Source: an optimization exercise on an open RTL-to-GDS flow (aim: small area, a short achievable clock period and few clock cycles per item). Production flows keep margins and buffers that such runs may drop.
The RTL was checked by simulation tests, not by an equivalence proof against the original design.
Power is estimated from default activity; no workload was simulated.

==> flow/design.v <==
`timescale 1ns / 1ps
`default_nettype none
package kfct_pkg;
  localparam int ENTRIES     = 64;
  localparam int COUNT_WIDTH = 16;
  localparam int KEY_WIDTH   = 32;
  localparam int IDX_W       = (ENTRIES > 1) ? $clog2(ENTRIES) : 1;
  localparam int OP_W        = 3;
  localparam int IN_KEY_W    = 32;
  localparam int RES_W       = 17;
  typedef enum logic [OP_W-1:0] {
    OP_INC    = 3'd0,
    OP_DEC    = 3'd1,
    OP_EJECT  = 3'd2,
    OP_CLEAR  = 3'd3,
    OP_SEARCH = 3'd4,
    OP_MAX    = 3'd5
  } kfct_op_t;
  typedef enum logic [2:0] {
    ST_IDLE,
    ST_SCAN,
    ST_DRAIN,
    ST_UPDATE,
    ST_RESP
  } kfct_state_t;
  typedef struct packed {
    logic load;       
    logic scan_rd;    
    logic commit;     
    logic out_load;   
  } kfct_cmd_t;
  typedef struct packed {
    logic scan_last;  
    logic out_free;   
  } kfct_sts_t;
endpackage
`default_nettype wire
`timescale 1ns / 1ps
`default_nettype none
module kfct_ctrl (
  input  wire logic               clk,
  input  wire logic               rst_n,
  input  wire logic               in_valid,
  output logic                    in_ready,
  input  wire kfct_pkg::kfct_sts_t sts,
  output kfct_pkg::kfct_cmd_t     cmd
);
  kfct_pkg::kfct_state_t state_r, state_nxt;
  always_ff @(posedge clk) begin
    if (!rst_n) begin
      state_r <= kfct_pkg::ST_IDLE;
    end else begin
      state_r <= state_nxt;
    end
  end
  always_comb begin
    state_nxt = state_r;
    unique case (state_r)
      kfct_pkg::ST_IDLE:   if (in_valid) state_nxt = kfct_pkg::ST_SCAN;
      kfct_pkg::ST_SCAN:   if (sts.scan_last) state_nxt = kfct_pkg::ST_DRAIN;
      kfct_pkg::ST_DRAIN:  state_nxt = kfct_pkg::ST_UPDATE;
      kfct_pkg::ST_UPDATE: state_nxt = kfct_pkg::ST_RESP;
      kfct_pkg::ST_RESP:   if (sts.out_free) state_nxt = kfct_pkg::ST_IDLE;
      default:   state_nxt = kfct_pkg::ST_IDLE;
    endcase
  end
  always_comb begin
    cmd      = '0;
    in_ready = 1'b0;
    unique case (state_r)
      kfct_pkg::ST_IDLE: begin
        in_ready = 1'b1;
        cmd.load = in_valid;
      end
      kfct_pkg::ST_SCAN:   cmd.scan_rd  = 1'b1;
      kfct_pkg::ST_DRAIN:  cmd          = '0;
      kfct_pkg::ST_UPDATE: cmd.commit   = 1'b1;
      kfct_pkg::ST_RESP:   cmd.out_load = sts.out_free;
      default:   cmd          = '0;
    endcase
  end
endmodule
`default_nettype wire
`timescale 1ns / 1ps
`default_nettype none
module kfct_dp (
  input  wire logic                               clk,
  input  wire logic                               rst_n,
  input  wire logic [kfct_pkg::OP_W-1:0]          in_op,
  input  wire logic [kfct_pkg::IN_KEY_W-1:0]      in_key,
  input  wire kfct_pkg::kfct_cmd_t                cmd,
  output kfct_pkg::kfct_sts_t                     sts,
  output logic                                    out_valid,
  input  wire logic                               out_ready,
  output logic signed [kfct_pkg::RES_W-1:0]       out_count,
  output logic                                    out_found,
  output logic                                    out_status
);
  localparam logic [kfct_pkg::COUNT_WIDTH-1:0] CNT_MAX  = '1;
  localparam logic [kfct_pkg::RES_W-1:0]       RES_NONE = '1;
  logic [kfct_pkg::KEY_WIDTH-1:0]   key_mem [kfct_pkg::ENTRIES];
  logic [kfct_pkg::COUNT_WIDTH-1:0] cnt_mem [kfct_pkg::ENTRIES];
  logic [kfct_pkg::ENTRIES-1:0]     valid_r, valid_nxt;
  logic [kfct_pkg::OP_W-1:0]      op_r;
  logic [kfct_pkg::KEY_WIDTH-1:0] key_r;
  logic [kfct_pkg::IDX_W-1:0]       scan_idx_r;
  logic                   rd_vld_r;
  logic [kfct_pkg::IDX_W-1:0]       rd_idx_r;
  logic [kfct_pkg::KEY_WIDTH-1:0]   key_rd_r;
  logic [kfct_pkg::COUNT_WIDTH-1:0] cnt_rd_r;
  logic                   hit_r, free_r, any_r;
  logic [kfct_pkg::IDX_W-1:0]       hit_idx_r, free_idx_r;
  logic [kfct_pkg::COUNT_WIDTH-1:0] hit_cnt_r, max_r;
  logic [kfct_pkg::RES_W-1:0] res_cnt_r, res_cnt_nxt;
  logic             res_found_r, res_found_nxt;
  logic             res_status_r, res_status_nxt;
  logic             out_valid_r;
  logic [kfct_pkg::RES_W-1:0] out_cnt_r;
  logic             out_found_r, out_status_r;
  logic                   cnt_we, key_we;
  logic [kfct_pkg::IDX_W-1:0]       wr_idx;
  logic [kfct_pkg::COUNT_WIDTH-1:0] cnt_wdata;
  function automatic logic [kfct_pkg::RES_W-1:0] to_res(input logic [kfct_pkg::COUNT_WIDTH-1:0] c);
    to_res = '0;
    to_res[kfct_pkg::COUNT_WIDTH-1:0] = c;
  endfunction
  assign sts.scan_last = (scan_idx_r == kfct_pkg::IDX_W'(kfct_pkg::ENTRIES - 1));
  assign sts.out_free  = !out_valid_r || out_ready;
  always_ff @(posedge clk) begin
    if (cmd.load) begin
      op_r  <= in_op;
      key_r <= in_key[kfct_pkg::KEY_WIDTH-1:0];
    end
  end
  always_ff @(posedge clk) begin
    if (!rst_n) begin
      scan_idx_r <= '0;
      rd_vld_r   <= 1'b0;
    end else begin
      rd_vld_r <= cmd.scan_rd;
      if (cmd.load) begin
        scan_idx_r <= '0;
      end else if (cmd.scan_rd) begin
        scan_idx_r <= scan_idx_r + 1'b1;
      end
    end
  end
  always_ff @(posedge clk) begin
    rd_idx_r <= scan_idx_r;
    key_rd_r <= key_mem[scan_idx_r];
    cnt_rd_r <= cnt_mem[scan_idx_r];
  end
  always_ff @(posedge clk) begin
    if (!rst_n || cmd.load) begin
      hit_r      <= 1'b0;
      free_r     <= 1'b0;
      any_r      <= 1'b0;
      hit_idx_r  <= '0;
      free_idx_r <= '0;
      hit_cnt_r  <= '0;
      max_r      <= '0;
    end else if (rd_vld_r) begin
      if (valid_r[rd_idx_r]) begin
        any_r <= 1'b1;
        if (!any_r || cnt_rd_r > max_r) begin
          max_r <= cnt_rd_r;
        end
        if (!hit_r && key_rd_r == key_r) begin
          hit_r     <= 1'b1;
          hit_idx_r <= rd_idx_r;
          hit_cnt_r <= cnt_rd_r;
        end
      end else if (!free_r) begin
        free_r     <= 1'b1;
        free_idx_r <= rd_idx_r;
      end
    end
  end
  always_comb begin
    valid_nxt      = valid_r;
    cnt_we         = 1'b0;
    key_we         = 1'b0;
    wr_idx         = hit_idx_r;
    cnt_wdata      = '0;
    res_cnt_nxt    = RES_NONE;
    res_found_nxt  = 1'b0;
    res_status_nxt = 1'b0;
    if (cmd.scan_rd && op_r == kfct_pkg::OP_CLEAR) begin
      cnt_we = 1'b1;
      wr_idx = scan_idx_r;
    end else if (cmd.commit) begin
      unique case (op_r)
        kfct_pkg::OP_INC: begin
          if (hit_r) begin
            cnt_we        = 1'b1;
            cnt_wdata     = (hit_cnt_r == CNT_MAX) ? hit_cnt_r : hit_cnt_r + 1'b1;
            res_cnt_nxt   = to_res(cnt_wdata);
            res_found_nxt = 1'b1;
          end else if (free_r) begin
            cnt_we              = 1'b1;
            key_we              = 1'b1;
            wr_idx              = free_idx_r;
            cnt_wdata           = kfct_pkg::COUNT_WIDTH'(1);
            valid_nxt[free_idx_r] = 1'b1;
            res_cnt_nxt         = to_res(cnt_wdata);
          end else begin
            res_status_nxt = 1'b1;
          end
        end
        kfct_pkg::OP_DEC: begin
          if (hit_r) begin
            cnt_we        = 1'b1;
            cnt_wdata     = (hit_cnt_r == '0) ? hit_cnt_r : hit_cnt_r - 1'b1;
            res_cnt_nxt   = to_res(cnt_wdata);
            res_found_nxt = 1'b1;
          end
        end
        kfct_pkg::OP_EJECT: begin
          if (hit_r) begin
            valid_nxt[hit_idx_r] = 1'b0;
            res_cnt_nxt          = to_res(hit_cnt_r);
            res_found_nxt        = 1'b1;
          end
        end
        kfct_pkg::OP_CLEAR: begin
          res_cnt_nxt = any_r ? '0 : RES_NONE;
        end
        kfct_pkg::OP_SEARCH: begin
          if (hit_r) begin
            res_cnt_nxt   = to_res(hit_cnt_r);
            res_found_nxt = 1'b1;
          end
        end
        kfct_pkg::OP_MAX: begin
          res_cnt_nxt = any_r ? to_res(max_r) : RES_NONE;
        end
        default: begin
          res_cnt_nxt = RES_NONE;
        end
      endcase
    end
  end
  always_ff @(posedge clk) begin
    if (cnt_we) begin
      cnt_mem[wr_idx] <= cnt_wdata;
    end
    if (key_we) begin
      key_mem[wr_idx] <= key_r;
    end
  end
  always_ff @(posedge clk) begin
    if (!rst_n) begin
      valid_r <= '0;
    end else begin
      valid_r <= valid_nxt;
    end
  end
  always_ff @(posedge clk) begin
    if (cmd.commit) begin
      res_cnt_r    <= res_cnt_nxt;
      res_found_r  <= res_found_nxt;
      res_status_r <= res_status_nxt;
    end
    if (cmd.out_load) begin
      out_cnt_r    <= res_cnt_r;
      out_found_r  <= res_found_r;
      out_status_r <= res_status_r;
    end
  end
  always_ff @(posedge clk) begin
    if (!rst_n) begin
      out_valid_r <= 1'b0;
    end else if (cmd.out_load) begin
      out_valid_r <= 1'b1;
    end else if (out_ready) begin
      out_valid_r <= 1'b0;
    end
  end
  assign out_valid  = out_valid_r;
  assign out_count  = $signed(out_cnt_r);
  assign out_found  = out_found_r;
  assign out_status = out_status_r;
endmodule
`default_nettype wire
`timescale 1ns / 1ps
`default_nettype none
module key_frequency_count_table (
  input  wire logic               clk,
  input  wire logic               rst_n,
  input  wire logic               in_valid,
  output logic                    in_ready,
  input  wire logic [2:0]         in_op,
  input  wire logic [31:0]        in_key,
  output logic                    out_valid,
  input  wire logic               out_ready,
  output logic signed [16:0]      out_count,
  output logic                    out_found,
  output logic                    out_status
);
  kfct_pkg::kfct_cmd_t cmd;
  kfct_pkg::kfct_sts_t sts;
  kfct_ctrl u_ctrl (
    .clk      (clk),
    .rst_n    (rst_n),
    .in_valid (in_valid),
    .in_ready (in_ready),
    .sts      (sts),
    .cmd      (cmd)
  );
  kfct_dp u_dp (
    .clk        (clk),
    .rst_n      (rst_n),
    .in_op      (in_op),
    .in_key     (in_key),
    .cmd        (cmd),
    .sts        (sts),
    .out_valid  (out_valid),
    .out_ready  (out_ready),
    .out_count  (out_count),
    .out_found  (out_found),
    .out_status (out_status)
  );
endmodule
`default_nettype wire
==> flow/run.sh <==
#!/bin/bash
# synth_recipe.tcl (not shown) runs the flow's synth.tcl, then flattens the netlist and writes it again
# the make line also repeats each setting of config.mk as NAME=value (left out here)
make -C /OpenROAD-flow-scripts/flow DESIGN_CONFIG=/design/flow/config.mk WORK_HOME=/design/flow/orfs CLKGATE_MAP_FILE= SYNTH_SCRIPT=/design/flow/synth_recipe.tcl finish
==> flow/config.mk <==
export PLATFORM = sky130hd
export DESIGN_NAME = key_frequency_count_table
export DESIGN_NICKNAME = key_frequency_count_table
export VERILOG_FILES = /design/flow/design.v
export SDC_FILE = /design/flow/constraint.sdc
export NUM_CORES = 4
export LEC_CHECK = 0
export CAP_MARGIN = 20
export CORE_MARGIN = 2
export CORE_UTILIZATION = 40
export SLEW_MARGIN = 20
==> flow/constraint.sdc <==
create_clock -name core_clock -period 6.0 [get_ports {clk}]
set_input_delay 1.2000 -clock core_clock [delete_from_list [all_inputs] [get_ports {clk}]]
set_output_delay 1.2000 -clock core_clock [all_outputs]
set_load 0.01 [all_outputs]
==> impl_metrics.json <==
{
  "status": "no timing/DRC/antenna violations",
  "final_core_util_pct": 46.0,
  "die_area_um2": 326000,
  "max_stage_delay_ps": 740,
  "dpl.hpwl_mm": 192,
  "grt_pass1_vias": 61400,
  "vdd_drop_max_uv": 271,
  "critPathKind": "reg -> reg",
  "synthDistinctLibCells": 66,
  "p_leak_nw": 44.5,
  "cp_common_cell": "buf_4",
  "met2WireLength_mm": 148,
  "finalHoldViolCount": 0,
  "cp_cell_sequence": "nor3_1 > and4_1 > buf_4 > mux2i_1 > o21ai_0 > and2_1 > nand3_1 > buf_4 > nor2_4 > buf_4",
  "cp-endpoint": "u_dp.key_mem[7][15]",
  "drive_above_1_share_pct": 27.9,
  "vias": 61700,
  "end_kind": "flop",
  "avgSynthCellArea_um2": 21.9,
  "power.density_nw_per_um2": 330,
  "die_w_um": 571,
  "vias_per_cell": 5.71,
  "min_path_type": "reg -> reg",
  "postCtsHoldBufs": 0,
  "post_dp_cell_area_um2": 136000,
  "wirelength_mm": 318,
  "antenna_found_initial": 23,
  "ant_nets": 0,
  "synth_area_leaders": "edfxtp_1 (73%), mux4_2 (17%), dfxtp_1 (2.7%)",
  "final.setup.worst_slack_ps": 1220,
  "multi_input_area_um2": 29900,
  "drc": 0,
  "core-area_um2": 321000,
  "drt-met1-wl_mm": 137,
  "cts_buffer_depth": 4,
  "yosysSeqAreaShare_pct": 76.1,
  "reg2regPathDepth": 10,
  "netlist.area_leader.share_pct": 73.4,
  "nFillCells": 26500,
  "p_comb_share_pct": 4.6,
  "seqCellArea_um2": 98000,
  "crit_start": "u_dp.op_r[1]",
  "reg2reg_slack_ps": 1220,
  "fin_tns_setup_ps": 0,
  "yosys.area.top_type": "edfxtp_1",
  "min_period_ps": 4780,
  "syn_to_final_growth_pct": 14.7,
  "ys_warn_count": 2,
  "cts.clk_slew.worst_paths_ps": 60,
  "place.gp.congestion": 0.860,
  "ctsResizeCount": 0,
  "synth_ff_type": "edfxtp_1",
  "rows": 208,
  "dieHeight_um": 571,
  "wl_met3_mm": 24.6,
  "internal_power_mw": 38.4,
  "crit_required_ps": 6590,
  "final_common_cell": "edfxtp_1",
  "grt_max_degree": 142,
  "mappedNetlistArea_um2": 129000,
  "grt_usage_pct": 19.3,
  "cp-start-kind": "flop",
  "timing.final.crit_share_pct": 79.7,
  "finalSetupViolCount": 0,
  "slew_headroom_pct": 27.1,
  "ys_async_sr_fraction_pct": 0,
  "drv_slew": 0,
  "r2r_end": "u_dp.key_mem[7][15]",
  "critPathArrivalTime_ps": 5380,
  "synthCells": 5871,
  "io_pins": 60,
  "rsz0062_at_grt": "no",
  "place_ws_ps": 1370,
  "finalClockSkew_ps": 98.4,
  "cap_violations": 0,
  "clock_latency_ps": 940,
  "clock_tree.htree_level_count": 5,
  "seqPwrFrac_pct": 52.3,
  "synth_edf_count": 3145,
  "p_switching_mw": 10.3,
  "wl_per_cell_um": 29.4,
  "fmax_ghz": 0.209,
  "cts-root-buf": "clkbuf_16",
  "syn_nets": 5938,
  "drt-initial-drc-count": 7730,
  "final_cell_mix": "edfxtp_1 (3,145), mux4_2 (956), clkbuf_16 (355), buf_4 (219), nand2_1 (208)",
  "p_sw_share_pct": 21.2,
  "ys_seq_elements": 3321,
  "tritoncts": "built",
  "topRoutingLayerUsed": "met4",
  "dr.pass1.iters": 6,
  "io_buffers": 59,
  "cp_max_fo": 20,
  "overflow": 0,
  "cts_inserted_buffers": 347,
  "nets": 6281,
  "r2r_start": "u_dp.op_r[1]",
  "clock_sinks": 3321,
  "worstMarginPinSlew_ps": 1090,
  "finish.instance_area_um2": 148000,
  "cts_setup_buffers": 0,
  "power_frac_clock_pct": 43.0,
  "start_util_pct": 40.1,
  "worst_path_max_delay_cell": "nand3_1",
  "grt_pass1_wl_mm": 456
}
[routing by layer]
metal	track usage, %	vias to the layer above
met5	0	-
met4	4.73	0
met3	3.21	395
met2	29.9	2481
met1	28.7	33400
li1	-	25400
[through the flow]
stage	hold WS, ps	total power [mW]	cells
floorplan	329	27.4	5871
global placement	402	28.2	10200
detailed placement	405	28.3	10200
CTS	418	49.1	10800
global route	420	50.1	10800
finish	416	48.7	10800
[final cells by class]
class | instances | share of cell area, %
Antenna cell | 7 | 0.0119
Clock buffer | 440 | 6.29
Clock inverter | 193 | 1.21
Inverter | 33 | 0.0839
Multi-Input combinational cell | 2191 | 20.3
Sequential cell | 3321 | 66.4
Tap cell | 4305 | 3.65
Timing Repair Buffer | 320 | 2.12
[worst min-delay path by stage]
stage          slack (ps)  cells after the start               start                  to
2_1_floorplan         330                      0  u_dp.scan_idx_r[3]    u_dp.rd_idx_r[3]
3_3_place_gp          400                      0   u_dp.res_cnt_r[6]   u_dp.out_cnt_r[6]
3_5_place_dp          400                      0  u_dp.res_cnt_r[10]  u_dp.out_cnt_r[10]
4_1_cts               420                      0   u_dp.res_cnt_r[4]   u_dp.out_cnt_r[4]
5_1_grt               420                      0   u_dp.res_cnt_r[7]   u_dp.out_cnt_r[7]
6_report              420                      0   u_dp.res_cnt_r[4]   u_dp.out_cnt_r[4]
[power groups by stage]
stage,logic [mW],registers [mW],clock network [mW]
floorplan,1.29,26.1,0
global placement,2.27,26.0,0
detailed placement,2.30,26.0,0
CTS,2.30,25.5,21.3
global route,2.41,25.5,22.2
finish,2.26,25.5,21.0
[flip-flops by register name, indices dropped and copies added, names as in the netlist, 16 cells and up]
signal,flops
u_dp.res_cnt_r,17
u_dp.key_rd_r,32
u_dp.hit_cnt_r,16
u_dp.out_cnt_r,17
u_dp.valid_r,64
u_dp.key_mem,2048
u_dp.key_r,32
u_dp.cnt_mem,1024
u_dp.cnt_rd_r,16
u_dp.max_r,16
[cell families after synthesis]
logic type,count (synthesis),synth area share (%)
xor gates and xnor gates,69,0.470
buffers and inverters,359,1.10
AOI/OAI and AO/OA,370,1.89
muxes,1108,17.9
DFF,3321,76.1
adders and majority gates,29,0.280
and+or+nand+nor,615,2.20
[synthesized netlist by cell type, drive strengths merged (57+ instances only)]
cell type	instances
edfxtp	3145
mux4	956
nand2	208
clkbuf	207
nor2	189
dfxtp	176
mux2i	151
buf	119
o21ai	95
a21boi	66
a21oi	65
a211oi	57
[worst max-delay path, delay by kind of cell, from the launching register on]
kind / cells / cell delay [ps]
and+or+nand+nor: 5 / 2250
buffers and inverters: 3 / 1120
DFF: 1 / 580
AOI/OAI and AO/OA: 1 / 390
muxes: 1 / 120
Testbench counts, summed over its fixed seeds: cycles 1,088,008, items 16,000.

afterwards: timing with drivers on the ports:
The flow's constraints put no driver on any port. The routed layout listed below was extracted and timed again, unchanged, in two steps.
Step 1, drivers: a clkbuf_16 drives clk and a buf_2 each remaining input, both assumed.
Step 2 adds t to the input delays and takes it off the output delays; t is the mean of the earliest and latest rising clock arrival at the registers after step 1. Input paths then give back, and output paths get back, about the clock's delay inside the block.
Slacks: ideal / step 1 / step 2; pairs: ideal / step 1.
t, ns: 0.972
setup slack, ns: 1.216 / 1.216 / 1.216
cell pins on the clock port's net: 1
After both steps setup and hold are still met in this run. The setup slack of this run moves by 0.000 ns with the drivers and by 0.000 ns with both steps.
